Context: an optimization exercise on an open-source flow, tuned for small area, a short achievable clock period and few clock cycles per item. The choices shown serve that exercise and are no tape-out recipe. No activity file was given, so power comes from the tool's default toggle rates.

== east ==
## gated_pulse_count_accumulator
module gated_pulse_count_accumulator (
	input  logic                             clk,
	input  logic                             arst_n,
	input  logic                             sample_valid,
	output logic                             sample_ready,
	input  logic [48:0]                      sample,
	output logic                             result_valid,
	input  logic                             result_ready,
	output logic [193:0]                     result,
	input  logic                             cfg_we,
	input  logic [gpca_pkg::CFG_IDX_W-1:0]   cfg_index,
	input  logic [gpca_pkg::CFG_DATA_W-1:0]  cfg_wdata
);
Size in the first run: about 1,900 cells after synthesis, ~390 flip-flops, ~280 I/O pins, roughly 20,000 um^2 of cells after synthesis.
make LEC_CHECK=0 CAP_MARGIN=20 CORE_MARGIN=2 CORE_UTILIZATION=40 PLACE_DENSITY=0.6 SLEW_MARGIN=20 finish   # period 11.0 ns
run.sh (not shown) runs the stock make flow with config.mk's settings and CLKGATE_MAP_FILE= SYNTH_SCRIPT=/design/flow/synth_recipe.tcl, a recipe that flattens the netlist after the stock synthesis.
east ended with every stage complete and zero timing, DRC or antenna violations.
> inputs changed (east -> south)
--- a/flow/design.v
+++ b/flow/design.v
@@ -44,73 +44,54 @@
 	input  logic                                 arst_n,
 	input  logic                                 cfg_we,
 	input  logic [gpca_pkg::CFG_IDX_W-1:0]       cfg_index,
 	input  logic [gpca_pkg::CFG_DATA_W-1:0]      cfg_wdata,
 	output logic                                 active_high,
 	output logic [gpca_pkg::WINDOW_W-1:0]        win_q,
 	output logic                                 win_rnz,
-	output logic                                 win_zero,    
 	output logic [gpca_pkg::FOLD_W-1:0]          fold_threshold,
 	output logic                                 busy,
 	output logic                                 busy_next    
 );
 	logic [9:0]  rem_q;      
 	logic [3:0]  cnt_q;      
 	logic [14:0] quo_q;      
 	logic [10:0] trial;
-	logic [9:0]  rem_n;
-	logic [14:0] quo_n;
-	logic        rnz_q;
-	logic        wz_q;
 	logic        qbit;
 	assign trial = {rem_q, quo_q[14]};
 	assign qbit  = (trial >= 11'd1000);
 	assign busy  = (cnt_q != 4'd0);
 	assign busy_next = (cfg_we && cfg_index == gpca_pkg::CFG_DEBOUNCE_US) || (cnt_q > 4'd1);
-	always_comb begin
-		rem_n = rem_q;
-		quo_n = quo_q;
-		if (cfg_we && cfg_index == gpca_pkg::CFG_DEBOUNCE_US) begin
-			rem_n = {1'b0, cfg_wdata[23:15]};
-			quo_n = cfg_wdata[14:0];
-		end else if (busy) begin
-			rem_n = qbit ? 10'(trial - 11'd1000) : trial[9:0];
-			quo_n = {quo_q[13:0], qbit};
-		end
-	end
 	always_ff @(posedge clk or negedge arst_n) begin
 		if (!arst_n) begin
 			active_high    <= gpca_pkg::RST_ACTIVE_HIGH;
 			fold_threshold <= gpca_pkg::RST_FOLD_THRESHOLD;
 			rem_q          <= '0;
 			quo_q          <= '0;
 			cnt_q          <= '0;
-			rnz_q          <= 1'b0;
-			wz_q           <= 1'b1;
 		end else begin
 			if (cfg_we && cfg_index == gpca_pkg::CFG_ACTIVE_HIGH) begin
 				active_high <= cfg_wdata[0];
 			end
 			if (cfg_we && cfg_index == gpca_pkg::CFG_FOLD_THRESHOLD) begin
 				fold_threshold <= cfg_wdata[gpca_pkg::FOLD_W-1:0];
 			end
 			if (cfg_we && cfg_index == gpca_pkg::CFG_DEBOUNCE_US) begin
+				rem_q <= {1'b0, cfg_wdata[23:15]};
+				quo_q <= cfg_wdata[14:0];
 				cnt_q <= 4'd15;
 			end else if (busy) begin
+				rem_q <= qbit ? 10'(trial - 11'd1000) : trial[9:0];
+				quo_q <= {quo_q[13:0], qbit};
 				cnt_q <= cnt_q - 4'd1;
 			end
-			rem_q <= rem_n;
-			quo_q <= quo_n;
-			rnz_q <= (rem_n != '0);
-			wz_q  <= (rem_n == '0) && (quo_n == '0);
 		end
 	end
-	assign win_q    = quo_q;
-	assign win_rnz  = rnz_q;
-	assign win_zero = wz_q;
+	assign win_q   = quo_q;
+	assign win_rnz = (rem_q != '0);
 endmodule
 `timescale 1ns / 1ps
 module gpca_add #(
 	parameter int W = 32
 ) (
 	input  logic [W-1:0] a,
 	input  logic [W-1:0] b,
@@ -147,15 +128,14 @@
 	input  logic                            clk,
 	input  logic                            arst_n,
 	input  logic                            en,
 	input  logic [48:0]                     sample,
 	input  logic                            active_high,
 	input  logic [gpca_pkg::WINDOW_W-1:0]   win_q,
 	input  logic                            win_rnz,
-	input  logic                            win_zero,
 	input  logic [gpca_pkg::FOLD_W-1:0]     thr,
 	output logic [193:0]                    result
 );
 	localparam int TW = gpca_pkg::TOTAL_W;
 	logic [15:0]   prev_q;
 	logic [TW-1:0] idle_q;
 	logic          armed_q;
@@ -203,15 +183,15 @@
 	logic [16:0] hx;
 	logic [16:0] hy;
 	logic [16:0] hz;
 	logic        hi_eq0;
 	logic        hi_eq1;
 	logic        hi_zero;
 	logic        late;
-	assign wz      = win_zero;
+	assign wz      = (win_q == '0) && !win_rnz;
 	assign idle_nz = (idle_q != '0);
 	gpca_add #(.W(15)) u_lo_a (.a(now[14:0]), .b(~idle_q[14:0]), .cin(1'b1), .s(la_s), .cout(la_c));
 	assign csa_x = now[14:0] ^ ~idle_q[14:0] ^ ~win_q;
 	assign csa_y = (now[14:0] & ~idle_q[14:0]) | (now[14:0] & ~win_q) | (~idle_q[14:0] & ~win_q);
 	gpca_add #(.W(16)) u_lo_b (.a({1'b0, csa_x}), .b({csa_y, !win_rnz}), .cin(1'b1), .s(lb_s), .cout(lb_c));
 	assign lo_ge = la_c ? lb_c : (lb_c || lb_s[15]);
 	assign hx = now[31:15];
@@ -301,15 +281,14 @@
 	input  logic                             cfg_we,
 	input  logic [gpca_pkg::CFG_IDX_W-1:0]   cfg_index,
 	input  logic [gpca_pkg::CFG_DATA_W-1:0]  cfg_wdata
 );
 	logic                          active_high;
 	logic [gpca_pkg::WINDOW_W-1:0] win_q;
 	logic                          win_rnz;
-	logic                          win_zero;
 	logic [gpca_pkg::FOLD_W-1:0]   thr;
 	logic                          busy;
 	logic                          busy_next;
 	logic                          ready_q;
 	logic                          valid_k;
 	logic                          valid_s1;
 	logic                          valid_s2;
@@ -356,26 +335,24 @@
 		.arst_n         (arst_n),
 		.cfg_we         (cfg_we),
 		.cfg_index      (cfg_index),
 		.cfg_wdata      (cfg_wdata),
 		.active_high    (active_high),
 		.win_q          (win_q),
 		.win_rnz        (win_rnz),
-		.win_zero       (win_zero),
 		.fold_threshold (thr),
 		.busy           (busy),
 		.busy_next      (busy_next)
 	);
 	gpca_core u_core (
 		.clk         (clk),
 		.arst_n      (arst_n),
 		.en          (adv),
 		.sample      (s1_q),
 		.active_high (active_high),
 		.win_q       (win_q),
 		.win_rnz     (win_rnz),
-		.win_zero    (win_zero),
 		.thr         (thr),
 		.result      (result)
 	);
 	assign result_valid = valid_s2;
 endmodule
--- outcome ---
Cmp south vs east: sequential share of layout area higher in south. Layout multi-input combinational cell count on south is down relative to east. In the flow results for south and east, the cell area reported after detailed placement is larger on east. Between east and south, the part of the total power dissipated in the clock network does not differ in any meaningful way. Depth of the worst register-to-register path for south is lower than for east. Taking east as the reference, in south count of flip-flops with a built-in enable after synthesis stayed essentially flat; arrival time at the worst endpoint rose by 0.60 ns. east -> south: utilization after layout flat. Final critical path time including I/O delays and setup: south and east compared, lower one is east.
Function was not checked in any run of this note: the RTL went through the layout flow alone.

afterwards: timing with drivers on the ports:
No port has a modelled driver above. Below, the same layouts with a new extraction and two added sets of constraints.
Step 1, drivers: a clkbuf_16 drives clk and a buf_2 each remaining input, both assumed.
Step 2 adds t to the input delays and takes it off the output delays; t is the mean of the earliest and latest rising clock arrival at the registers after step 1. Input paths then give back, and output paths get back, about the clock's delay inside the block.
Slacks: no drivers / after step 1 / after step 2; pairs: no drivers / after step 1.
| run | t, ns | setup WS [ns] | hold slack, ns | worst setup path at the end | worst data-port slew with drivers (ns) |
|---|---|---|---|---|---|
| east | 0.628 | 5.990 / 5.990 / 5.614 | 0.467 / 0.467 / 0.467 | input to register | 0.08 |
| south | 0.633 | 5.399 / 5.399 / 5.399 | 0.469 / 0.469 / 0.469 | register to register | 0.09 |
After both steps every run listed still meets setup and hold. The setup slack of east, which loses most, moves by 0.000 ns with the drivers and by -0.376 ns with both steps.
